This design comes from an exercise in tuning for small area on the open sky130 flow, not from production work.
RTL that was checked went through simulation tests only; none was proved equivalent to the original.
For runs 3 and 5, only the layout was checked, not whether the RTL still works.
Power and IR drop assume default switching activity.

**flow/run.sh**
```bash
#!/bin/bash
# Own layout flow: the standard synthesis unchanged, then the standard ORFS
# steps with smaller port buffers, a leaner clock tree and no oversized
# repair buffers. Each tool's output goes to a log file in this folder.
set -euo pipefail
here=$(pwd)
bash standard.sh synth > "$here/synth.log" 2>&1

DU="$(cat flow/dont_use.txt)"
CTS="-sink_clustering_enable -repair_clock_nets -dont_use_dummy_load -buf_list sky130_fd_sc_hd__clkbuf_8 -sink_clustering_size 20 -sink_clustering_max_diameter 50"
bash standard.sh \
  "DONT_USE_CELLS=$DU" \
  "BUFFER_PORTS_ARGS=-buffer_cell sky130_fd_sc_hd__buf_1" \
  "CTS_ARGS=$CTS" \
  finish > "$here/layout.log" 2>&1
```
**config.mk**
```make
export PLATFORM = sky130hd
export DESIGN_NAME = param_sync_fifo
export DESIGN_NICKNAME = param_sync_fifo
export VERILOG_FILES = /design/flow/design.v
export SDC_FILE = /design/flow/constraint.sdc
export NUM_CORES = 4
export LEC_CHECK = 0
export CAP_MARGIN = 20
export CORE_MARGIN = 2
export CORE_UTILIZATION = 55
export SLEW_MARGIN = 20
```
**flow/dont_use.txt**
```
 sky130_fd_sc_hd__probe_p_8 sky130_fd_sc_hd__probec_p_8 sky130_fd_sc_hd__lpflow_bleeder_1 sky130_fd_sc_hd__lpflow_clkbufkapwr_1 sky130_fd_sc_hd__lpflow_clkbufkapwr_16 sky130_fd_sc_hd__lpflow_clkbufkapwr_2 sky130_fd_sc_hd__lpflow_clkbufkapwr_4 sky130_fd_sc_hd__lpflow_clkbufkapwr_8 sky130_fd_sc_hd__lpflow_clkinvkapwr_1 sky130_fd_sc_hd__lpflow_clkinvkapwr_16 sky130_fd_sc_hd__lpflow_clkinvkapwr_2 sky130_fd_sc_hd__lpflow_clkinvkapwr_4 sky130_fd_sc_hd__lpflow_clkinvkapwr_8 sky130_fd_sc_hd__lpflow_decapkapwr_12 sky130_fd_sc_hd__lpflow_decapkapwr_3 sky130_fd_sc_hd__lpflow_decapkapwr_4 sky130_fd_sc_hd__lpflow_decapkapwr_6 sky130_fd_sc_hd__lpflow_decapkapwr_8 sky130_fd_sc_hd__lpflow_inputiso0n_1 sky130_fd_sc_hd__lpflow_inputiso0p_1 sky130_fd_sc_hd__lpflow_inputiso1n_1 sky130_fd_sc_hd__lpflow_inputiso1p_1 sky130_fd_sc_hd__lpflow_inputisolatch_1 sky130_fd_sc_hd__lpflow_isobufsrc_1 sky130_fd_sc_hd__lpflow_isobufsrc_16 sky130_fd_sc_hd__lpflow_isobufsrc_2 sky130_fd_sc_hd__lpflow_isobufsrc_4 sky130_fd_sc_hd__lpflow_isobufsrc_8 sky130_fd_sc_hd__lpflow_isobufsrckapwr_16 sky130_fd_sc_hd__lpflow_lsbuf_lh_hl_isowell_tap_1 sky130_fd_sc_hd__lpflow_lsbuf_lh_hl_isowell_tap_2 sky130_fd_sc_hd__lpflow_lsbuf_lh_hl_isowell_tap_4 sky130_fd_sc_hd__lpflow_lsbuf_lh_isowell_4 sky130_fd_sc_hd__lpflow_lsbuf_lh_isowell_tap_1 sky130_fd_sc_hd__lpflow_lsbuf_lh_isowell_tap_2 sky130_fd_sc_hd__lpflow_lsbuf_lh_isowell_tap_4  sky130_fd_sc_hd__buf_6 sky130_fd_sc_hd__buf_8 sky130_fd_sc_hd__buf_12 sky130_fd_sc_hd__buf_16 sky130_fd_sc_hd__bufinv_8 sky130_fd_sc_hd__bufinv_16 sky130_fd_sc_hd__clkbuf_16 sky130_fd_sc_hd__bufbuf_8 sky130_fd_sc_hd__bufbuf_16 sky130_fd_sc_hd__inv_8 sky130_fd_sc_hd__inv_12 sky130_fd_sc_hd__inv_16 sky130_fd_sc_hd__dfxtp_4 sky130_fd_sc_hd__clkinv_8 sky130_fd_sc_hd__clkinv_16
```
**design.v**
```verilog
module param_sync_fifo #(
  parameter int WIDTH        = 128,
  parameter int DEPTH        = 16,
  parameter int ALM_FULL_TH  = DEPTH - 2,
  parameter int ALM_EMPTY_TH = 2,
  parameter int FWFT         = 0
) (
  input  logic                clk,
  input  logic                reset,
  input  logic                i_wren,
  input  logic [WIDTH-1:0]    i_wrdata,
  input  logic                i_rden,
  input  logic                i_clr_err,
  output logic [WIDTH-1:0]    o_rddata,
  output logic                o_full,
  output logic                o_empty,
  output logic                o_alm_full,
  output logic                o_alm_empty,
  output logic [$clog2(DEPTH+1)-1:0] o_count,
  output logic                o_overflow,
  output logic                o_underflow
);
  localparam int CW = $clog2(DEPTH + 1);
  logic [WIDTH-1:0] r_mem [DEPTH];
  logic [DEPTH-1:0] r_wr_sel;    
  logic [DEPTH-1:0] r_rd_sel;    
  logic [CW-1:0]    r_count;
  logic             r_full;
  logic             r_empty;
  logic             r_alm_full;
  logic             r_alm_empty;
  logic             r_overflow;
  logic             r_underflow;
  logic [WIDTH-1:0] r_rddata;
  logic             w_rd_acc;
  logic             w_wr_acc;
  logic [CW-1:0]    w_count_nxt;
  logic [WIDTH-1:0] w_rd_word;
  assign w_rd_acc = i_rden && !r_empty;
  assign w_wr_acc = i_wren && (!r_full || w_rd_acc);
  always_comb begin
    w_count_nxt = r_count;
    if (w_wr_acc && !w_rd_acc)
      w_count_nxt = r_count + CW'(1);
    else if (w_rd_acc && !w_wr_acc)
      w_count_nxt = r_count - CW'(1);
  end
  for (genvar i = 0; i < DEPTH; i++) begin : g_row
    always_ff @(posedge clk) begin
      if (w_wr_acc && r_wr_sel[i])
        r_mem[i] <= i_wrdata;
    end
  end
  always_comb begin
    w_rd_word = '0;
    for (int i = 0; i < DEPTH; i++)
      w_rd_word = w_rd_word | (r_mem[i] & {WIDTH{r_rd_sel[i]}});
  end
  always_ff @(posedge clk) begin
    if (reset) begin
      r_wr_sel    <= DEPTH'(1);
      r_rd_sel    <= DEPTH'(1);
      r_count     <= '0;
      r_full      <= 1'b0;
      r_empty     <= 1'b1;
      r_alm_full  <= 1'b0;
      r_alm_empty <= 1'b1;
      r_overflow  <= 1'b0;
      r_underflow <= 1'b0;
      r_rddata    <= '0;
    end else begin
      if (w_wr_acc)
        r_wr_sel <= {r_wr_sel[DEPTH-2:0], r_wr_sel[DEPTH-1]};
      if (w_rd_acc) begin
        r_rd_sel <= {r_rd_sel[DEPTH-2:0], r_rd_sel[DEPTH-1]};
        r_rddata <= w_rd_word;
      end
      r_count     <= w_count_nxt;
      r_full      <= (w_count_nxt == CW'(DEPTH));
      r_empty     <= (w_count_nxt == '0);
      r_alm_full  <= (w_count_nxt >= CW'(ALM_FULL_TH));
      r_alm_empty <= (w_count_nxt <= CW'(ALM_EMPTY_TH));
      if (i_wren && r_full && !w_rd_acc)
        r_overflow <= 1'b1;
      else if (i_clr_err)
        r_overflow <= 1'b0;
      if (i_rden && r_empty)
        r_underflow <= 1'b1;
      else if (i_clr_err)
        r_underflow <= 1'b0;
    end
  end
  assign o_rddata    = r_rddata;
  assign o_full      = r_full;
  assign o_empty     = r_empty;
  assign o_alm_full  = r_alm_full;
  assign o_alm_empty = r_alm_empty;
  assign o_count     = r_count;
  assign o_overflow  = r_overflow;
  assign o_underflow = r_underflow;
endmodule
```
**standard.sh**
```bash
#!/bin/bash
# synth_recipe.tcl (not shown) runs the flow's synth.tcl, then flattens the netlist and writes it again
# the make line also repeats each setting of config.mk as NAME=value (left out here)
make -C /OpenROAD-flow-scripts/flow DESIGN_CONFIG=/design/flow/config.mk WORK_HOME=/design/flow/orfs CLKGATE_MAP_FILE= SYNTH_SCRIPT=/design/flow/synth_recipe.tcl "${@:-finish}"
```
**constraint.sdc**
```tcl
create_clock -name core_clock -period 3.2 [get_ports {clk}]
set_input_delay 0.6400 -clock core_clock [delete_from_list [all_inputs] [get_ports {clk}]]
set_output_delay 0.6400 -clock core_clock [all_outputs]
set_load 0.01 [all_outputs]
```
==> out/summary.txt, run 1 <==
Post-synth top area share -> 79.3%
CP max FO -> 15
Root buffer cell -> clkbuf_8
Unrepaired setup endpoints after global routing -> false
Final core occ -> 60.7%
Layout area overhead -> 9.26%
Reg area -> 64900 um2
Main synth FF type -> edfxtp_1
Outcome -> finished clean
Sw Pwr -> 10.7 mW
Sequential area share after synthesis -> 83.7%
Worst EP arrival -> 3.81 ns
Type of the worst setup path -> reg2reg
Sequential Power Share -> 67.3%
Via count -> 45100
Remaining routing DRC violations -> 0
Clock transition at path regs -> 0.10 ns
Maximum vdd drop -> 0.361 mV
Multi-input gate area -> 11600 um2
Die height -> 380 um
Most common cell in the netlist -> edfxtp_1
Max capacitance violation total -> 0
Post-synth EDFFs -> 2048
Post-DP HPWL -> 140 mm
Syn avg cell area -> 18.5 um2
Leakage power -> 26.1 nW
IO Port Bufs -> 271
Worst Setup Start Kind -> flop
Syn Inst Count -> 4198
Most frequent cells after synthesis -> edfxtp_1 (2048), a22oi_1 (769), clkbuf_1 (260)
Gr usage total -> 31.4%
Relative slew slack -> 19.7%
Finished Layout Cells -> 6643
Clock Power Share -> 27.2%
Share of cells above drive strength 1 -> 11.2%
H-tree depth -> 4
Via density per instance -> 6.80
# rows -> 137
Antenna Violating Nets Remaining -> 0
Die ar. -> 144000 um2
Layout Nets -> 4895
Min cycle time layout -> 3.01 ns
CTS tree -> built
Synth area leaders -> edfxtp_1 (79%), a22oi_1 (7.4%), dfxtp_1 (4.4%), a222oi_1 (1.7%), a2111oi_0 (1.4%)
Critical Path Sink Type -> flop
Worst-Skew Late Latency -> 0.95 ns
R2r setup slk -> 0.19 ns
TritonCTS Sinks -> 2219
Core footprint -> 140000 um2
Synth area leader -> edfxtp_1
Hold Worst Slack -> 0.200 ns
Syn nets -> 4333
Clock Tree Buf Depth -> 3
Initial drt markers -> 7288
Crit path required time -> 3.99 ns
DR WL/cell -> 34.4 um
Fin crit share -> 94.2%
Cts bufs inserted -> 166
Total power -> 48.1 mW
Placed cell area -> 82400 um2
Peak Freq -> 0.332 GHz
Final Routed Wirelength -> 229 mm
Yosys cell types -> 44
PD cells -> 567 nW/um2
Horiz. Die Dim -> 380 um
Setup Skew -> 0.0655 ns
Total grt overflow -> 0
First-pass GRT wire length -> 323 mm
Initial antenna violation count -> 16
Final hold violations -> 0
Int Power -> 37.4 mW
Post-synth ARST share -> 0%
Boundary pin count -> 272
Comb pwr share -> 5.4%
Worst slew pin tran -> 1.17 ns
Endpoints failing setup -> 0
Vias in the first global route -> 44200
HP Class -> in2reg
Starting Density -> 55.5%
Sw Share -> 22.1%
Mapped Area -> 77600 um2
DRT Pass-1 Iters -> 7
Final Max Tran Viols -> 0
Setup Fix Bufs, Post-CTS -> 0
FILL cells -> 10300
Placed cells -> 6467
Largest net degree at the start of global routing -> 52
Yosys reg bits -> 2219
Final instance area -> 84800 um2
GP Congestion -> 0.822
Yosys warning count -> 2
-- metrics by stage --
stage | setup slack (ns) | TNS, ns
after floorplan | -1.07 | -1457.06
after global placement | 0.153 | 0
after detailed placement | 0.156 | 0
after CTS | 0.240 | 0
after global routing | 0.187 | 0
final | 0.186 | 0
-- sequential cells by signal (all words and copies together), names as in the netlist --
register / flops
r_overflow: 1
r_empty: 1
r_wr_sel: 16
r_underflow: 1
r_alm_empty: 1
r_rddata: 128
r_count: 5
r_alm_full: 1
r_rd_sel: 16
r_full: 1
r_mem: 2048
-- logic make-up (layout without fill, tap and decap cells) --
kind of cell	Yosys count	after routing	synth area share, %
flops	2219	2219	83.7
compound gates	1197	1197	11.7
simple gates	480	480	3.06
buf+inv	298	858	1.48
fa+ha+maj	2	2	0.0323
xor+xnor	2	2	0.0226
other cells	0	9	0
-- worst paths after layout --
| kind | startpoint | depth (start not counted) | to |
|---|---|---|---|
| worst min register to register | r_wr_sel[15] | 2 | r_wr_sel[15] |
| worst max register to register | r_rd_sel[5] | 7 | r_rddata[16] |
| worst min-delay path | reset | 3 | r_empty |
| worst max-delay path | r_rd_sel[5] | 7 | r_rddata[16] |
-- layout make-up --
| type | count | area share (%) |
|---|---|---|
| antenna | 9 | 0.0266 |
| clock buffer | 166 | 2.70 |
| inverter | 19 | 0.164 |
| multi-input combinational | 1681 | 13.7 |
| sequential | 2219 | 76.6 |
| tap | 1876 | 2.77 |
| timing repair buffer | 673 | 4.03 |
-- what timing repair did --
item	4_1_cts	5_1_grt
endpoints found under the hold margin	1	0
hold buffers	1	0
gates resized for setup	0	0
-- routing by layer --
metal	up-vias	routed length [um]	part of all wire [%]	track usage (%)
met1	23400	91100	40	45.0
li1	18600	-	-	-
met3	430	22200	9.7	5.59
met4	10	7420	3.2	10.7
met2	2764	108000	47	49.1
met5	-	57	0.025	0
-- power groups by stage --
stage | logic [mW] | clock network, mW | registers, mW
floorplan | 1.07 | 0 | 33.1
global placement | 2.59 | 0 | 33.0
detailed placement | 2.62 | 0 | 33.0
CTS | 2.62 | 13.3 | 32.4
global route | 2.82 | 14.2 | 32.4
finish | 2.62 | 13.1 | 32.4
-- critical path: stages, from the launching register on --
cell and delay, ns:
dfxtp_2 0.53, buf_4 0.35, buf_2 0.30, a22oi_1 0.36
nand4_1 0.13, a2111oi_0 0.99, buf_1 0.16, nor2_1 0.04
-- placed cells by master, fill, tap and decap left out, types with 2 or more instances in the layout --
master / instances
clkinv_4: 5
and2_1: 5
o31a_1: 2
buf_4: 198
buf_1: 359
nand3_1: 132
nand4_1: 128
dfxtp_2: 16
nand2_4: 11
o21ai_0: 131
ha_1: 2
inv_1: 3
a222oi_1: 128
a2111oi_1: 4
edfxtp_1: 2048
clkbuf_8: 166
dfxtp_1: 155
a2111oi_0: 124
nand2_1: 55
diode_2: 9
nor2_1: 130
xnor2_1: 2
nor2b_1: 2
a22oi_1: 769
a21oi_1: 31
or3_1: 2
clkinvlp_4: 10
and3_1: 2
buf_2: 114
==> run 2, diff against run 1 <==
--- a/design.v
+++ b/design.v
@@ -47,13 +47,41 @@
   end
+  logic [DEPTH-1:0] w_row_we;
+  logic [DEPTH-1:0] w_row_keep;
+  assign w_row_we   = r_wr_sel & {DEPTH{w_wr_acc}};
+  assign w_row_keep = ~w_row_we;
   for (genvar i = 0; i < DEPTH; i++) begin : g_row
-    always_ff @(posedge clk) begin
-      if (w_wr_acc && r_wr_sel[i])
-        r_mem[i] <= i_wrdata;
+    logic [WIDTH-1:0] w_mem_nxt;
+    for (genvar b = 0; b < WIDTH; b++) begin : g_bit
+      fifo_ao22 u_hold (
+        .a1(i_wrdata[b]), .a2(w_row_we[i]),
+        .b1(r_mem[i][b]), .b2(w_row_keep[i]),
+        .y(w_mem_nxt[b])
+      );
     end
+    always_ff @(posedge clk)
+      r_mem[i] <= w_mem_nxt;
   end
-  always_comb begin
-    w_rd_word = '0;
-    for (int i = 0; i < DEPTH; i++)
-      w_rd_word = w_rd_word | (r_mem[i] & {WIDTH{r_rd_sel[i]}});
+  logic [DEPTH-1:0] w_rd_gate;
+  logic             w_hold;
+  assign w_rd_gate = r_rd_sel & {DEPTH{w_rd_acc && !reset}};
+  assign w_hold    = !w_rd_acc && !reset;
+  for (genvar b = 0; b < WIDTH; b++) begin : g_rd_bit
+    logic [4:0] w_grp_n;
+    for (genvar g = 0; g < 5; g++) begin : g_grp
+      fifo_aoi222 u_aoi (
+        .a1(r_mem[3*g][b]),   .a2(w_rd_gate[3*g]),
+        .b1(r_mem[3*g+1][b]), .b2(w_rd_gate[3*g+1]),
+        .c1(r_mem[3*g+2][b]), .c2(w_rd_gate[3*g+2]),
+        .y(w_grp_n[g])
+      );
+    end
+    fifo_rd_join u_join (
+      .grp_n(w_grp_n),
+      .a1(r_mem[15][b]), .a2(w_rd_gate[15]),
+      .b1(r_rddata[b]),  .b2(w_hold),
+      .y(w_rd_word[b])
+    );
   end
+  always_ff @(posedge clk)
+    r_rddata <= w_rd_word;
   always_ff @(posedge clk) begin
@@ -69,3 +97,2 @@
       r_underflow <= 1'b0;
-      r_rddata    <= '0;
     end else begin
@@ -75,3 +102,2 @@
         r_rd_sel <= {r_rd_sel[DEPTH-2:0], r_rd_sel[DEPTH-1]};
-        r_rddata <= w_rd_word;
       end
@@ -101 +127,20 @@
 endmodule
+module fifo_aoi222 (
+  input  logic a1, a2, b1, b2, c1, c2,
+  output logic y
+);
+  assign y = ~((a1 & a2) | (b1 & b2) | (c1 & c2));
+endmodule
+module fifo_rd_join (
+  input  logic [4:0] grp_n,
+  input  logic       a1, a2, b1, b2,
+  output logic       y
+);
+  assign y = ~&grp_n | (a1 & a2) | (b1 & b2);
+endmodule
+module fifo_ao22 (
+  input  logic a1, a2, b1, b2,
+  output logic y
+);
+  assign y = (a1 & a2) | (b1 & b2);
+endmodule
--- a/config.mk
+++ b/config.mk
@@ -9,3 +9,4 @@
 export CORE_MARGIN = 2
-export CORE_UTILIZATION = 55
+export CORE_UTILIZATION = 65
 export SLEW_MARGIN = 20
+export SYNTH_HIERARCHICAL = 1
==> run 2 against run 1 <==
The layout now fails its checks (negative setup slack). Non-clock buffer count shrank 58. Largest cell class unchanged. Count of clock-buffer cells in the layout is 12 lower. Global-route usage grew 9.9 points. Clock power decreased by 3%. Total power decreased by 2.0%. Combinational power increased by 33%. Cell count grew 19%. Area after synthesis is 6.1% lower.
==> out/summary.txt, run 2 <==
Final Max Tran Viols -> 0
Boundary pin count -> 272
Clock Tree Buf Depth -> 3
Starting Density -> 65.7%
HP Class -> in2reg
H-tree depth -> 4
DRT Pass-1 Iters -> 15
Worst setup startpoint -> r_empty
Relative slew slack -> 18.3%
Syn Inst Count -> 5622
Max capacitance violation total -> 0
Critical Path Most Common Cell -> buf_4
Layout area overhead -> 10.2%
Main synth FF type -> dfxtp_1
Hold path depth -> 4
Worst slew pin tran -> 1.23 ns
Post-synth EDFFs -> 0
Gr usage total -> 41.3%
Fin crit share -> 101%
Setup Fix Bufs, Post-CTS -> 0
Mapped Area -> 72800 um2
Core footprint -> 111000 um2
Blocking Checks -> negative setup slack
Peak Freq -> 0.310 GHz
Worst-Skew Late Latency -> 0.91 ns
Share of cells above drive strength 1 -> 7.60%
Horiz. Die Dim -> 339 um
Post-synth top area share -> 61.0%
Yosys reg bits -> 2219
Final worst slack -> -0.0280 ns
Post-CTS Resized -> 0
Die ar. -> 115000 um2
RR Endpoint -> r_rddata[44]
Final Routed Wirelength -> 248 mm
Min-delay src -> i_rden
R2r setup slk -> -0.03 ns
GR met2 Demand/Resource -> 61.4%
Met1 usage -> 57.2%
Vias in the first global route -> 59500
Root buffer cell -> clkbuf_8
Post-synth ARST share -> 0%
Via density per instance -> 7.83
Largest stage delay, worst path -> 0.72 ns
GRT met3 Usage -> 8.71%
First-pass GRT wire length -> 373 mm
Hold endpoint -> r_overflow
Worst EP arrival -> 4.06 ns
Setup Skew -> 0.0707 ns
Clock transition at path regs -> 0.09 ns
Initial antenna violation count -> 12
R2R cell count -> 7
Syn nets -> 5757
Biggest registers after layout -> r_mem x2048, r_rddata x128
Final hold violations -> 0
Initial drt markers -> 11100
Commonest non-fill, non-tap cell in the layout -> dfxtp_1
Sequential area share after synthesis -> 61.0%
Most frequent cells after synthesis -> dfxtp_1 (2219), a22o_1 (2177), a222oi_1 (640)
Remaining routing DRC violations -> 0
Yosys warning count -> 9
Worst Setup Start Kind -> flop
Min cycle time layout -> 3.23 ns
Critical Path Sink Type -> flop
FILL cells -> 7950
Post-DP HPWL -> 149 mm
Layout Nets -> 6516
Reg area -> 44400 um2
PD cells -> 588 nW/um2
Leakage power -> 32.1 nW
Via count -> 61600
CP max FO -> 42
Type of the worst setup path -> reg2reg
Crit path required time -> 4.03 ns
Crit path cell chain -> nand2b_4, nor2_1, buf_4, and2_4, buf_4, a22o_1, or3_1
Antenna Violating Nets Remaining -> 0
Synth area leaders -> dfxtp_1 (61%), a22o_1 (26%), a222oi_1 (8.8%), or3_1 (1.1%), nand2_1 (1.0%)
Yosys cell types -> 35
DR WL/cell -> 31.5 um
Most frequent cells in the layout -> dfxtp_1 (2219), a22o_1 (2177), a222oi_1 (640), buf_1 (338), nand2_1 (181)
# rows -> 122
Biggest register -> r_mem
Critical-path top delay cell -> and2_4
Endpoints failing setup -> 2
TritonCTS Sinks -> 2219
Maximum vdd drop -> 0.423 mV
GP Congestion -> 0.872
Most Crowded Layer GR -> met2
Largest net degree at the start of global routing -> 74
Total grt overflow -> 0
Unrepaired setup endpoints after global routing -> false
Cts bufs inserted -> 154
Synth area leader -> dfxtp_1
Most common cell in the netlist -> dfxtp_1
Outcome -> finished with violations
Hold Worst Slack -> 0.261 ns
Worst reg2reg path startpoint -> r_empty
IO Port Bufs -> 271
Syn avg cell area -> 13.0 um2
Die height -> 339 um
Multi-input gate area -> 28600 um2
CTS tree -> built
Max reg flops -> 2048
Total power -> 47.2 mW
==> run 2: worst max-delay path by stage <==
| stage | slack [ns] | endpoint |
|---|---|---|
| detailed placement | -0.24 | r_rddata[30] |
| global placement | -0.21 | r_rddata[30] |
| finish | -0.03 | r_rddata[44] |
| CTS | 0.11 | r_rddata[28] |
| floorplan | -0.64 | r_mem[10][0] |
| global route | 0.06 | r_rddata[45] |
==> run 2: what timing repair did <==
action / 4_1_cts / 5_1_grt
hold buffers: 1 / 0
endpoints found under the hold margin: 1 / 0
setup endpoints to repair: 0 / 2
==> run 2: power breakdown <==
group          total [mW]  switching [mW]  internal (mW)
clock                12.7            8.39           4.33
combinational        3.49            1.81           1.68
sequential           30.9            1.26           29.7
==> run 2: routing by layer <==
| layer | vias to the layer above | share of wire [%] |
|---|---|---|
| met3 | 700 | 13 |
| met2 | 4781 | 43 |
| met5 | - | 0.045 |
| met1 | 30300 | 39 |
| li1 | 25800 | - |
| met4 | 12 | 4.9 |
==> run 2: critical path: cells and delay by family (launching register included) <==
kind                   cells  cell delay, ns
DFF                        1            0.38
AOI/OAI and AO/OA          1            0.31
and+or+nand+nor            4            1.57
buffers and inverters      2            0.89
==> run 2: cells by family after synthesis <==
logic type / Yosys count / synth area share [%]
compound gates: 2865 / 35.4
xor+xnor: 3 / 0.0361
simple gates: 501 / 3.39
flops: 2219 / 61.0
fa+ha+maj: 2 / 0.0344
buf+inv: 32 / 0.168
==> run 2: per-module statistics from Yosys (local to each module, per instance) <==
module           cell area (um2)  flops+latches
fifo_aoi222                 10.0              0
param_sync_fifo            45400           2219
fifo_ao22                   8.76              0
fifo_rd_join                23.8              0
==> run 2: cell type report <==
| cell class | count | share of cell area, % |
|---|---|---|
| timing repair buffer | 615 | 3.83 |
| multi-input combinational | 3372 | 35.6 |
| antenna | 6 | 0.0187 |
| clock buffer | 154 | 2.64 |
| inverter | 19 | 0.165 |
| sequential | 2219 | 55.4 |
| tap | 1488 | 2.32 |
==> run 2: per-stage QoR <==
step	setup slack [ns]	util [%]	std cells	TNS, ns	cell area, um2
after floorplan	-0.638	-	5622	-940.67	73200
after global placement	-0.213	70.4	7711	-10.24	78100
after detailed placement	-0.240	70.4	7711	-13.94	78100
after CTS	0.114	72.4	7866	0	80200
after global routing	0.0605	72.4	7870	0	80200
final	-0.0280	72.4	7873	-0.0457	80200
==> run 3, diff against run 2 <==
--- a/design.v
+++ b/design.v
@@ -23,2 +23,6 @@
   localparam int CW = $clog2(DEPTH + 1);
+  if (!(ALM_EMPTY_TH >= 0 && ALM_EMPTY_TH < ALM_FULL_TH && ALM_FULL_TH <= DEPTH && DEPTH >= 2
+        && WIDTH >= 1 && FWFT == 0)) begin : g_bad_params
+    $fatal(1, "param_sync_fifo: illegal parameter set");
+  end
   logic [WIDTH-1:0] r_mem [DEPTH];
@@ -47,41 +51,13 @@
   end
-  logic [DEPTH-1:0] w_row_we;
-  logic [DEPTH-1:0] w_row_keep;
-  assign w_row_we   = r_wr_sel & {DEPTH{w_wr_acc}};
-  assign w_row_keep = ~w_row_we;
   for (genvar i = 0; i < DEPTH; i++) begin : g_row
-    logic [WIDTH-1:0] w_mem_nxt;
-    for (genvar b = 0; b < WIDTH; b++) begin : g_bit
-      fifo_ao22 u_hold (
-        .a1(i_wrdata[b]), .a2(w_row_we[i]),
-        .b1(r_mem[i][b]), .b2(w_row_keep[i]),
-        .y(w_mem_nxt[b])
-      );
+    always_ff @(posedge clk) begin
+      if (w_wr_acc && r_wr_sel[i])
+        r_mem[i] <= i_wrdata;
     end
-    always_ff @(posedge clk)
-      r_mem[i] <= w_mem_nxt;
   end
-  logic [DEPTH-1:0] w_rd_gate;
-  logic             w_hold;
-  assign w_rd_gate = r_rd_sel & {DEPTH{w_rd_acc && !reset}};
-  assign w_hold    = !w_rd_acc && !reset;
-  for (genvar b = 0; b < WIDTH; b++) begin : g_rd_bit
-    logic [4:0] w_grp_n;
-    for (genvar g = 0; g < 5; g++) begin : g_grp
-      fifo_aoi222 u_aoi (
-        .a1(r_mem[3*g][b]),   .a2(w_rd_gate[3*g]),
-        .b1(r_mem[3*g+1][b]), .b2(w_rd_gate[3*g+1]),
-        .c1(r_mem[3*g+2][b]), .c2(w_rd_gate[3*g+2]),
-        .y(w_grp_n[g])
-      );
-    end
-    fifo_rd_join u_join (
-      .grp_n(w_grp_n),
-      .a1(r_mem[15][b]), .a2(w_rd_gate[15]),
-      .b1(r_rddata[b]),  .b2(w_hold),
-      .y(w_rd_word[b])
-    );
+  always_comb begin
+    w_rd_word = '0;
+    for (int i = 0; i < DEPTH; i++)
+      w_rd_word = w_rd_word | (r_mem[i] & {WIDTH{r_rd_sel[i]}});
   end
-  always_ff @(posedge clk)
-    r_rddata <= w_rd_word;
   always_ff @(posedge clk) begin
@@ -97,2 +73,3 @@
       r_underflow <= 1'b0;
+      r_rddata    <= '0;
     end else begin
@@ -102,2 +79,3 @@
         r_rd_sel <= {r_rd_sel[DEPTH-2:0], r_rd_sel[DEPTH-1]};
+        r_rddata <= w_rd_word;
       end
@@ -127,20 +105 @@
 endmodule
-module fifo_aoi222 (
-  input  logic a1, a2, b1, b2, c1, c2,
-  output logic y
-);
-  assign y = ~((a1 & a2) | (b1 & b2) | (c1 & c2));
-endmodule
-module fifo_rd_join (
-  input  logic [4:0] grp_n,
-  input  logic       a1, a2, b1, b2,
-  output logic       y
-);
-  assign y = ~&grp_n | (a1 & a2) | (b1 & b2);
-endmodule
-module fifo_ao22 (
-  input  logic a1, a2, b1, b2,
-  output logic y
-);
-  assign y = (a1 & a2) | (b1 & b2);
-endmodule
==> run.sh (new file) <==
#!/bin/bash
# synth_recipe.tcl (not shown) runs the flow's synth.tcl, then flattens the netlist and writes it again
# the make line also repeats each setting of config.mk as NAME=value (left out here)
make -C /OpenROAD-flow-scripts/flow DESIGN_CONFIG=/design/flow/config.mk WORK_HOME=/design/flow/orfs CLKGATE_MAP_FILE= SYNTH_SCRIPT=/design/flow/synth_recipe.tcl finish
--- a/config.mk
+++ b/config.mk
@@ -7,2 +7,3 @@
 export LEC_CHECK = 0
+export ABC_AREA = 1
 export CAP_MARGIN = 20
@@ -10,3 +11,4 @@
 export CORE_UTILIZATION = 65
+export CTS_BUF_LIST = sky130_fd_sc_hd__clkbuf_4 sky130_fd_sc_hd__clkbuf_8
+export CTS_CLUSTER_SIZE = 30
 export SLEW_MARGIN = 20
-export SYNTH_HIERARCHICAL = 1
removed: flow/run.sh
removed: flow/dont_use.txt
removed: standard.sh
==> run 3 against run 2 <==
Clock power up 87%. First-iteration DRC count fell by 47%. Now clean on timing, DRC and antenna. Combinational power grew 28%. Non-clock buffer count shrank 194. Die area is 10% higher. Sequential cell count stayed put. Wire length is 13% lower. Via count fell by 21%. Hold slack improved by 0.051 ns. Sequential power up 6%.
==> out/summary.txt, run 3 <==
Outcome -> finished clean
Endpoints failing setup -> 0
Buf/Inv on CP -> 1
Setup WS pre-CTS -> 0.219 ns
Via density per instance -> 6.32
Critical-path top delay cell -> clkdlybuf4s50_1
Most frequent cells in the layout -> edfxtp_1 (2048), nand2_1 (1445), clkbuf_8 (386), clkdlybuf4s50_1 (271)
H-tree depth -> 5
Sequential area share after synthesis -> 81.0%
Setup Skew -> 0.0520 ns
Final hold violations -> 0
Most Crowded Layer GR -> met2
Max reg flops -> 2048
Yosys cell types -> 36
TritonCTS Sinks -> 2219
Setup Fix Bufs, Post-CTS -> 0
Worst Setup Start Kind -> flop
Synth area leader -> edfxtp_1
Yosys warning count -> 2
Final worst slack -> 0.463 ns
Sw Share -> 23.1%
Vias in the first global route -> 47800
Worst-Skew Late Latency -> 1.01 ns
Clock Power Share -> 38.8%
Synth area leaders -> edfxtp_1 (77%), nand2_1 (6.8%), dfxtp_1 (4.3%), a221oi_1 (2.7%), a21oi_1 (1.5%)
Layout area overhead -> 15.8%
PD cells -> 657 nW/um2
GRT met3 Usage -> 5.65%
Hold Buf Count CTS -> 0
Main synth FF type -> edfxtp_1
CP delay by family, top -> buffers and inverters
GP Congestion -> 0.811
Mapped Area -> 80200 um2
R2R cell count -> 7
DR WL/cell -> 28.1 um
Clock transition at path regs -> 0.06 ns
CTS tree -> built
Gr usage total -> 34.5%
Syn nets -> 5471
Critical Path Sink Type -> primary output
Sequential Power Share -> 53.9%
First-pass GRT wire length -> 315 mm
Starting Density -> 65.7%
Core footprint -> 122000 um2
Biggest register -> r_mem
Via count -> 48900
Post-synth ARST share -> 0%
Syn Inst Count -> 5336
Worst slew pin tran -> 1.21 ns
DRT Pass-1 Iters -> 6
Most frequent cells after synthesis -> edfxtp_1 (2048), nand2_1 (1446), a21oi_1 (243), a221oi_1 (243), nor2_1 (189)
Post-synth top area share -> 76.7%
Antenna Violating Nets Remaining -> 0
Largest stage delay, worst path -> 0.61 ns
Crit path required time -> 2.56 ns
HP Class -> in2reg
Int Power -> 46.9 mW
Leakage power -> 31.4 nW
Clock Tree Buf Depth -> 4
Post-synth EDFFs -> 2048
# rows -> 128
Maximum vdd drop -> 0.517 mV
CP max FO -> 2
Placed cells -> 7106
Worst EP arrival -> 2.10 ns
Biggest registers after layout -> r_mem x2048, r_rddata x128
Die height -> 355 um
Post-DP HPWL -> 112 mm
Total grt overflow -> 0
Type of the worst setup path -> reg2out
Initial antenna violation count -> 12
Max capacitance violation total -> 0
Largest net degree at the start of global routing -> 63
Relative slew slack -> 19.3%
Syn avg cell area -> 15.0 um2
Finished Layout Cells -> 7728
Final Max Tran Viols -> 0
Post-CTS Resized -> 0
GR met2 Demand/Resource -> 56.0%
Final Routed Wirelength -> 217 mm
WP depth -> 1
Initial drt markers -> 5876
Hold path depth -> 4
Commonest non-fill, non-tap cell in the layout -> edfxtp_1
Die ar. -> 126000 um2
Yosys reg bits -> 2219
Fin crit share -> 85.5%
Min cycle time layout -> 2.74 ns
Crit path cell chain -> clkdlybuf4s50_1
Sw Pwr -> 14.1 mW
Boundary pin count -> 272
Root buffer cell -> clkbuf_8
Cts bufs inserted -> 351
Remaining routing DRC violations -> 0
Met1 usage -> 48.9%
Comb pwr share -> 7.3%
Layout Nets -> 5970
Unrepaired setup endpoints after global routing -> false
Horiz. Die Dim -> 355 um
Peak Freq -> 0.365 GHz
Most common cell in the netlist -> edfxtp_1
Share of cells above drive strength 1 -> 12.7%
IO Port Bufs -> 271
run 3: cell types whose count changed in the layout (fill, tap and decap cells not counted), moves of 338 or more:
| cell | previous run | this run |
|---|---|---|
| dfxtp_1 | 2219 | 155 |
| a22o_1 | 2177 | 128 |
| edfxtp_1 | 0 | 2048 |
| nand2_1 | 181 | 1445 |
| a222oi_1 | 640 | 0 |
| buf_1 | 338 | 0 |
run 3: final cells by class:
cell class	instances	area, um2
sequential	2219	65000
fill	7507	29200
multi-input combinational	2779	13600
clock buffer	537	6450
timing repair buffer	421	4920
tap	1625	2030
clock inverter	78	470
inverter	63	302
antenna	6	15.0
run 3: through the flow:
stage	setup TNS (ns)	power [mW]	utilization [%]	instance area (um2)	hold WS [ns]
2_1_floorplan	-195.68	35.4	-	80200	0.439
3_3_place_gp	0	37.8	70.4	85900	0.449
5_1_grt	0	62.7	76.1	92800	0.299
3_5_place_dp	0	37.9	70.4	85900	0.461
4_1_cts	0	61.1	76.0	92800	0.237
6_report	0	61.0	76.1	92800	0.312
run 3: worst paths after layout:
path	startpoint	to	slack (ns)
hold reg to reg	r_overflow	r_overflow	0.47
setup / recovery	r_rddata[38]	o_rddata[38]	0.46
setup reg to reg	r_rd_sel[2]	r_rddata[69]	0.88
hold / removal	i_clr_err	r_underflow	0.31
run 3: per-layer routing:
metal / wire [um] / up-vias
li1: - / 21000
met3: 22000 / 421
met1: 83900 / 24400
met2: 106000 / 3012
met4: 5460 / 10
met5: 63 / -
run 3: cell families after synthesis:
logic type,count (synthesis),share of synthesized area [%]
AOI/OAI and AO/OA,811,6.95
xor gates and xnor gates,3,0.0328
adders and majority gates,2,0.0312
buffers and inverters,338,2.01
DFF,2219,81.0
and+or+nand+nor,1963,9.98
run 3: tightest hold or removal path, stage by stage:
cell and delay (ns):
clkdlybuf4s50_1 0.45, inv_1 0.05, nand2_1 0.05, a21oi_1 0.05
run 3: power by group through the flow:
stage                     Sequential, mW  Clock, mW  Combinational (mW)
after global placement              33.5          0                4.33
after detailed placement            33.5          0                4.39
after floorplan                     33.0          0                2.39
after CTS                           32.9       23.9                4.41
final                               32.9       23.7                4.45
after global routing                32.9       25.1                4.79
==> run 4, diff against run 3 <==
--- a/design.v
+++ b/design.v
@@ -23,6 +23,2 @@
   localparam int CW = $clog2(DEPTH + 1);
-  if (!(ALM_EMPTY_TH >= 0 && ALM_EMPTY_TH < ALM_FULL_TH && ALM_FULL_TH <= DEPTH && DEPTH >= 2
-        && WIDTH >= 1 && FWFT == 0)) begin : g_bad_params
-    $fatal(1, "param_sync_fifo: illegal parameter set");
-  end
   logic [WIDTH-1:0] r_mem [DEPTH];
--- a/config.mk
+++ b/config.mk
@@ -7,7 +7,7 @@
 export LEC_CHECK = 0
-export ABC_AREA = 1
 export CAP_MARGIN = 20
 export CORE_MARGIN = 2
-export CORE_UTILIZATION = 65
-export CTS_BUF_LIST = sky130_fd_sc_hd__clkbuf_4 sky130_fd_sc_hd__clkbuf_8
+export CORE_UTILIZATION = 55
+export CTS_BUF_LIST = sky130_fd_sc_hd__clkbuf_16
+export CTS_CLUSTER_DIAMETER = 60
 export CTS_CLUSTER_SIZE = 30
==> run 4 against run 3 <==
Still clean on timing, DRC and antenna. Maximum frequency is 6.3% higher. Die area is 14% higher. Area after synthesis is 3.2% lower. Final area is 3.7% lower. Total power is 9.5% lower. Wire length is 3.0% higher. Cell count is 16% lower. Via count is 9.0% lower. Clock power is 16% lower. Largest power group unchanged.
==> out/summary.txt, run 4 <==
Outcome -> finished clean
Clock transition at path regs -> 0.09 ns
Worst EP arrival -> 3.24 ns
Largest net degree at the start of global routing -> 99
Antenna Violating Nets Remaining -> 0
Final instance area -> 89400 um2
Yosys cell types -> 44
Type of the worst setup path -> reg2reg
Post-CTS Resized -> 0
First-pass GRT wire length -> 318 mm
Worst Setup Start Kind -> flop
Worst-Skew Late Latency -> 0.81 ns
Remaining routing DRC violations -> 0
Via density per instance -> 6.82
HP Class -> reg2reg
Relative slew slack -> 26.9%
Crit path required time -> 3.86 ns
Horiz. Die Dim -> 380 um
Min cycle time layout -> 2.58 ns
Yosys warning count -> 2
Critical Path Sink Type -> flop
Gr usage total -> 30.8%
TritonCTS Sinks -> 2219
Layout Nets -> 4668
Clock Power Share -> 35.9%
Initial drt markers -> 6822
Sw Pwr -> 12.3 mW
# rows -> 137
Final Routed Wirelength -> 223 mm
Comb pwr share -> 5.4%
Peak Freq -> 0.388 GHz
Via count -> 44500
Root buffer cell -> clkbuf_16
Final core occ -> 64.0%
Hold Buf Count CTS -> 0
Vias in the first global route -> 43100
Syn nets -> 4333
DR WL/cell -> 34.3 um
Setup Skew -> 0.0366 ns
Starting Density -> 55.5%
DRT Pass-1 Iters -> 8
Final Max Tran Viols -> 0
Syn Inst Count -> 4198
Fin crit share -> 80.5%
Initial antenna violation count -> 9
Share of cells above drive strength 1 -> 10.5%
Boundary pin count -> 272
Biggest registers after layout -> r_mem x2048, r_rddata x128
PD cells -> 618 nW/um2
Sequential area share after synthesis -> 83.7%
Commonest non-fill, non-tap cell in the layout -> edfxtp_1
Synth area leaders -> edfxtp_1 (79%), a22oi_1 (7.4%), dfxtp_1 (4.4%), a222oi_1 (1.7%), a2111oi_0 (1.4%)
Final hold violations -> 0
GP Congestion -> 0.784
Most frequent cells after synthesis -> edfxtp_1 (2048), a22oi_1 (769), clkbuf_1 (260)
Sw Share -> 22.3%
Unrepaired setup endpoints after global routing -> false
Sequential Power Share -> 58.7%
Die ar. -> 144000 um2
Placed cell area -> 84600 um2
Post-synth ARST share -> 0%
Most frequent cells in the layout -> edfxtp_1 (2048), a22oi_1 (769), clkdlybuf4s50_1 (271), dfxtp_1 (155), clkbuf_16 (145)
Max reg flops -> 2048
Post-synth top area share -> 79.3%
H-tree depth -> 4
Core footprint -> 140000 um2
Max capacitance violation total -> 0
Setup Fix Bufs, Post-CTS -> 0
IO Port Bufs -> 271
Clock Tree Buf Depth -> 3
Endpoints failing setup -> 0
Biggest register -> r_mem
CTS tree -> built
Post-synth EDFFs -> 2048
Most common cell in the netlist -> edfxtp_1
Total grt overflow -> 0
Layout area overhead -> 15.3%
CP max FO -> 36
Mapped Area -> 77600 um2
Syn avg cell area -> 18.5 um2
Yosys reg bits -> 2219
Synth area leader -> edfxtp_1
Die height -> 380 um
Main synth FF type -> edfxtp_1
Maximum vdd drop -> 0.438 mV
Post-DP HPWL -> 118 mm
Leakage power -> 27.5 nW
Cts bufs inserted -> 140
Int Power -> 42.9 mW
Worst slew pin tran -> 1.10 ns
## run 4: power groups by stage
stage / logic (mW) / registers [mW] / clock network [mW]
floorplan: 1.07 / 33.1 / 0
global placement: 2.96 / 33.1 / 0
detailed placement: 2.99 / 33.1 / 0
CTS: 2.99 / 32.4 / 20.0
global route: 3.20 / 32.5 / 21.0
finish: 2.99 / 32.4 / 19.8
## run 4: layer usage
metal	part of all wire, %	vias to the layer above	wire length, um	track usage [%]
li1	-	18300	-	-
met1	41	23200	90900	45.4
met2	47	2649	105000	48.2
met3	10	283	23100	5.92
met4	1.8	12	4120	6.66
met5	0.038	-	85	0
## run 4: path summary, 6_finish.rpt
kind / startpoint / depth (start not counted) / slack (ns) / end
max: r_rd_sel[8] / 5 / 0.62 / r_rddata[105]
min: r_wr_sel[9] / 2 / 0.46 / r_wr_sel[9]
max reg2reg: r_rd_sel[8] / 5 / 0.62 / r_rddata[105]
min reg2reg: r_wr_sel[9] / 2 / 0.46 / r_wr_sel[9]
## run 4: metrics by stage
| step | std cells | setup TNS (ns) | hold slack, ns | setup slack (ns) | total power, mW |
|---|---|---|---|---|---|
| after global routing | 6519 | 0 | 0.492 | 0.553 | 56.6 |
| after CTS | 6518 | 0 | 0.459 | 0.612 | 55.4 |
| final | 6521 | 0 | 0.460 | 0.624 | 55.2 |
| after detailed placement | 6267 | 0 | 0.447 | 0.116 | 36.1 |
| after floorplan | 4198 | -1400.41 | 0.432 | -1.07 | 34.1 |
| after global placement | 6267 | 0 | 0.450 | 0.124 | 36.0 |
## run 4: cell families after synthesis
| kind of cell | count (synthesis) | synth area share (%) |
|---|---|---|
| DFF | 2219 | 83.7 |
| AOI/OAI and AO/OA | 1197 | 11.7 |
| and+or+nand+nor | 480 | 3.06 |
| buffers and inverters | 298 | 1.48 |
| xor gates and xnor gates | 2 | 0.0226 |
| adders and majority gates | 2 | 0.0323 |
## run 4: worst max-delay path: stages, from the launching register on
cell	delay, ns
dfxtp_4	0.57
buf_12	0.32
a222oi_1	0.50
nand3_1	0.12
a2111oi_0	0.79
nor2_1	0.11
## run 4: cell type report
type / count / area (um2)
clock buffer: 145 / 3630
clock inverter: 106 / 1210
sequential: 2219 / 65000
fill: 9629 / 50300
tap: 1876 / 2350
timing repair buffer: 472 / 5510
multi-input combinational: 1681 / 11600
inverter: 19 / 151
antenna: 3 / 7.51
==> run 5, diff against run 4 <==
--- a/design.v
+++ b/design.v
@@ -22,6 +22,11 @@
 );
+  localparam int PW = (DEPTH > 1) ? $clog2(DEPTH) : 1;
   localparam int CW = $clog2(DEPTH + 1);
+  if (!(ALM_EMPTY_TH >= 0 && ALM_EMPTY_TH < ALM_FULL_TH && ALM_FULL_TH <= DEPTH && DEPTH >= 2
+        && WIDTH >= 1 && (FWFT == 0 || FWFT == 1))) begin : g_bad_params
+    $fatal(1, "param_sync_fifo: illegal parameter set");
+  end
   logic [WIDTH-1:0] r_mem [DEPTH];
-  logic [DEPTH-1:0] r_wr_sel;    
-  logic [DEPTH-1:0] r_rd_sel;    
+  logic [PW-1:0]    r_wr_ptr;
+  logic [PW-1:0]    r_rd_ptr;
   logic [CW-1:0]    r_count;
@@ -37,5 +42,8 @@
   logic [CW-1:0]    w_count_nxt;
-  logic [WIDTH-1:0] w_rd_word;
-  assign w_rd_acc = i_rden && !r_empty;
-  assign w_wr_acc = i_wren && (!r_full || w_rd_acc);
+  logic [PW-1:0]    w_wr_ptr_nxt;
+  logic [PW-1:0]    w_rd_ptr_nxt;
+  assign w_rd_acc     = i_rden && !r_empty;
+  assign w_wr_acc     = i_wren && (!r_full || w_rd_acc);
+  assign w_wr_ptr_nxt = (r_wr_ptr == PW'(DEPTH - 1)) ? '0 : r_wr_ptr + PW'(1);
+  assign w_rd_ptr_nxt = (r_rd_ptr == PW'(DEPTH - 1)) ? '0 : r_rd_ptr + PW'(1);
   always_comb begin
@@ -47,12 +55,5 @@
   end
-  for (genvar i = 0; i < DEPTH; i++) begin : g_row
-    always_ff @(posedge clk) begin
-      if (w_wr_acc && r_wr_sel[i])
-        r_mem[i] <= i_wrdata;
-    end
-  end
-  always_comb begin
-    w_rd_word = '0;
-    for (int i = 0; i < DEPTH; i++)
-      w_rd_word = w_rd_word | (r_mem[i] & {WIDTH{r_rd_sel[i]}});
+  always_ff @(posedge clk) begin
+    if (!reset && w_wr_acc)
+      r_mem[r_wr_ptr] <= i_wrdata;
   end
@@ -60,4 +61,4 @@
     if (reset) begin
-      r_wr_sel    <= DEPTH'(1);
-      r_rd_sel    <= DEPTH'(1);
+      r_wr_ptr    <= '0;
+      r_rd_ptr    <= '0;
       r_count     <= '0;
@@ -72,6 +73,6 @@
       if (w_wr_acc)
-        r_wr_sel <= {r_wr_sel[DEPTH-2:0], r_wr_sel[DEPTH-1]};
+        r_wr_ptr <= w_wr_ptr_nxt;
       if (w_rd_acc) begin
-        r_rd_sel <= {r_rd_sel[DEPTH-2:0], r_rd_sel[DEPTH-1]};
-        r_rddata <= w_rd_word;
+        r_rd_ptr <= w_rd_ptr_nxt;
+        r_rddata <= r_mem[r_rd_ptr];
       end
@@ -92,3 +93,7 @@
   end
-  assign o_rddata    = r_rddata;
+  if (FWFT != 0) begin : g_fwft
+    assign o_rddata = r_empty ? '0 : r_mem[r_rd_ptr];
+  end else begin : g_reg_read
+    assign o_rddata = r_rddata;
+  end
   assign o_full      = r_full;
--- a/config.mk
+++ b/config.mk
@@ -9,6 +9,3 @@
 export CORE_MARGIN = 2
-export CORE_UTILIZATION = 55
-export CTS_BUF_LIST = sky130_fd_sc_hd__clkbuf_16
-export CTS_CLUSTER_DIAMETER = 60
-export CTS_CLUSTER_SIZE = 30
+export CORE_UTILIZATION = 40
 export SLEW_MARGIN = 20
==> run 5 against run 4 <==
Wire length fell by 16%. Clock skew is 0.016 ns higher. Total power is 12% higher. Non-clock buffer count fell by 24.
==> out/summary.txt, run 5 <==
Outcome -> finished clean
Setup Skew -> 0.0528 ns
Sequential area share after synthesis -> 78.6%
PD cells -> 633 nW/um2
Biggest register -> r_mem
Largest net degree at the start of global routing -> 83
Gr usage total -> 17.9%
Yosys reg bits -> 2195
Endpoints failing setup -> 0
Syn nets -> 3788
Clock Tree Buf Depth -> 3
Worst-Skew Late Latency -> 0.86 ns
Final Routed Wirelength -> 188 mm
Setup Fix Bufs, Post-CTS -> 0
Setup WS pre-CTS -> 0.111 ns
TNS Setup -> 0 ns
Worst EP arrival -> 2.16 ns
Peak Freq -> 0.357 GHz
Buf/Inv on CP -> 1
Hold Buf Count CTS -> 0
Post-DP HPWL -> 114 mm
Via density per instance -> 5.43
Horiz. Die Dim -> 457 um
Sw Share -> 20.7%
CTS tree -> built
IO Port Bufs -> 271
GP Congestion -> 0.746
CP max FO -> 2
Min cycle time layout -> 2.80 ns
Share of cells above drive strength 1 -> 24.5%
Most frequent cells after synthesis -> edfxtp_1 (2048), mux4_2 (508), mux2i_1 (225)
Max capacitance violation total -> 0
Most common cell in the netlist -> edfxtp_1
Critical-path top delay cell -> clkdlybuf4s50_1
Relative slew slack -> 39.6%
Final worst slack -> 0.399 ns
Leakage power -> 29.6 nW
# rows -> 166
Biggest registers after layout -> r_mem x2048, r_rddata x128, r_count x5
Initial drt markers -> 3591
Clock transition at path regs -> 0.06 ns
Antenna Violating Nets Remaining -> 0
DR WL/cell -> 26.9 um
Post-synth top area share -> 75.0%
Root buffer cell -> clkbuf_16
Core footprint -> 204000 um2
Mapped Area -> 82000 um2
Synth area leaders -> edfxtp_1 (75%), mux4_2 (14%), dfxtp_1 (3.6%), mux2i_1 (2.7%), a21oi_1 (0.72%)
TritonCTS Sinks -> 2195
DRT Pass-1 Iters -> 5
Final Max Tran Viols -> 0
Yosys warning count -> 1
Sw Pwr -> 12.8 mW
Commonest non-fill, non-tap cell in the layout -> edfxtp_1
Largest stage delay, worst path -> 0.73 ns
Type of the worst setup path -> reg2out
Comb pwr share -> 5.3%
Int Power -> 48.9 mW
Total grt overflow -> 0
Yosys cell types -> 44
Crit path cell chain -> clkdlybuf4s50_1
Total power -> 61.7 mW
Post-synth ARST share -> 0%
Via count -> 38100
Fin crit share -> 87.5%
H-tree depth -> 4
Post-CTS Resized -> 0
Post-synth EDFFs -> 2048
Sequential Power Share -> 51.7%
Die height -> 457 um
Initial antenna violation count -> 20
CP delay by family, top -> buffers and inverters
Max reg flops -> 2048
R2r setup slk -> 0.62 ns
Final hold violations -> 0
Cts bufs inserted -> 220
Critical Path Sink Type -> primary output
Synth area leader -> edfxtp_1
Vias in the first global route -> 38900
Remaining routing DRC violations -> 0
Maximum vdd drop -> 0.524 mV
Syn avg cell area -> 22.5 um2
Layout area overhead -> 18.8%
Main synth FF type -> edfxtp_1
Starting Density -> 40.2%
Clock Power Share -> 43.0%
Unrepaired setup endpoints after global routing -> false
Layout Nets -> 4264
Most frequent cells in the layout -> edfxtp_1 (2048), mux4_2 (508), clkdlybuf4s50_1 (271), clkbuf_16 (227), mux2i_1 (225)
Boundary pin count -> 272
First-pass GRT wire length -> 275 mm
Syn Inst Count -> 3648
Worst Setup Start Kind -> flop
Crit path required time -> 2.56 ns
Die ar. -> 209000 um2
HP Class -> in2reg
Worst slew pin tran -> 0.903 ns
-- run 5: power groups by stage --
stage                     Combinational [mW]  Clock, mW  Sequential [mW]
after global routing                    3.53       28.2             31.9
after detailed placement                3.35          0             32.5
final                                   3.28       26.5             31.9
after global placement                  3.33          0             32.5
after floorplan                         1.75          0             32.5
after CTS                               3.36       27.1             31.9
-- run 5: area by class of cell --
type,count,area [um2]
inverter,8,30.0
sequential,2195,64500
antenna,6,15.0
clock buffer,319,6370
clock inverter,99,1240
multi-input combinational,1251,16700
fill,16600,107000
timing repair buffer,448,5260
tap,2688,3360
-- run 5: final timing paths --
path	start	end	depth (start not counted)
worst max-delay path	r_rddata[101]	o_rddata[101]	1
worst min-delay path	i_clr_err	r_overflow	4
worst max register to register	r_rd_ptr[0]	r_rddata[38]	7
worst min register to register	r_rddata[60]	r_rddata[60]	2
-- run 5: cells by family (layout without fill, tap and decap cells) --
logic type	after synthesis	count (layout)	share of synthesized area [%]
multiplexers	737	737	16.8
flip-flops	2195	2195	78.6
AO/OA/AOI/OAI	299	299	2.07
buffers and inverters	202	874	1.32
adder cells (fa/ha/maj)	7	7	0.107
XOR/XNOR	5	5	0.0534
other	0	6	0
AND/OR/NAND/NOR	203	203	1.02
-- run 5: per-stage QoR --
stage,instances,util [%],cell area (um2),hold WS [ns]
after floorplan,3648,-,82200,0.508
after detailed placement,6590,44.0,89800,0.460
after global placement,6590,44.0,89800,0.456
final,7014,47.7,97400,0.410
after global routing,7011,47.7,97400,0.428
after CTS,7008,47.7,97400,0.346
-- run 5: per-layer routing --
layer,wire [um],global-route usage (%)
met2,90200,27.9
met1,83800,26.0
met5,79,0
met4,3740,4.55
met3,10500,3.46

-- what the ideal ports hide --
In the flow no input, the clock included, has a driving cell. The finished layouts below were timed again as built, in two steps.
Step 1 sets driving cells, clkbuf_16 on the clock port and buf_2 on the other inputs (assumed; they add their load-dependent delay and slew).
Step 2 adds t to the input delays and takes it off the output delays; t is the mean of the earliest and latest rising clock arrival at the registers after step 1. Input paths then give back, and output paths get back, about the clock's delay inside the block.
a / b / c = ideal ports / drivers / drivers and shift; a / b = the first two.
run | t (ns) | slack for setup (ns) | worst setup path after step 2 | clock arrival spread, ns | cell pins on the clock port's net
run 1 | 0.980 | 0.186 / 0.186 / 0.096 | input to register | 0.082 / 0.081 | 1
run 2 | 0.950 | -0.028 / -0.028 / -0.402 | input to register | 0.074 / 0.074 | 1
run 3 | 1.064 | 0.463 / 0.382 / 0.159 | input to register | 0.053 / 0.052 | 1
run 4 | 0.875 | 0.624 / 0.560 / 0.028 | input to register | 0.040 / 0.040 | 1
run 5 | 0.919 | 0.399 / 0.319 / 0.084 | input to register | 0.055 / 0.056 | 1
The setup slack of run 4, which loses most, moves by -0.064 ns with the drivers and by -0.596 ns with both steps.
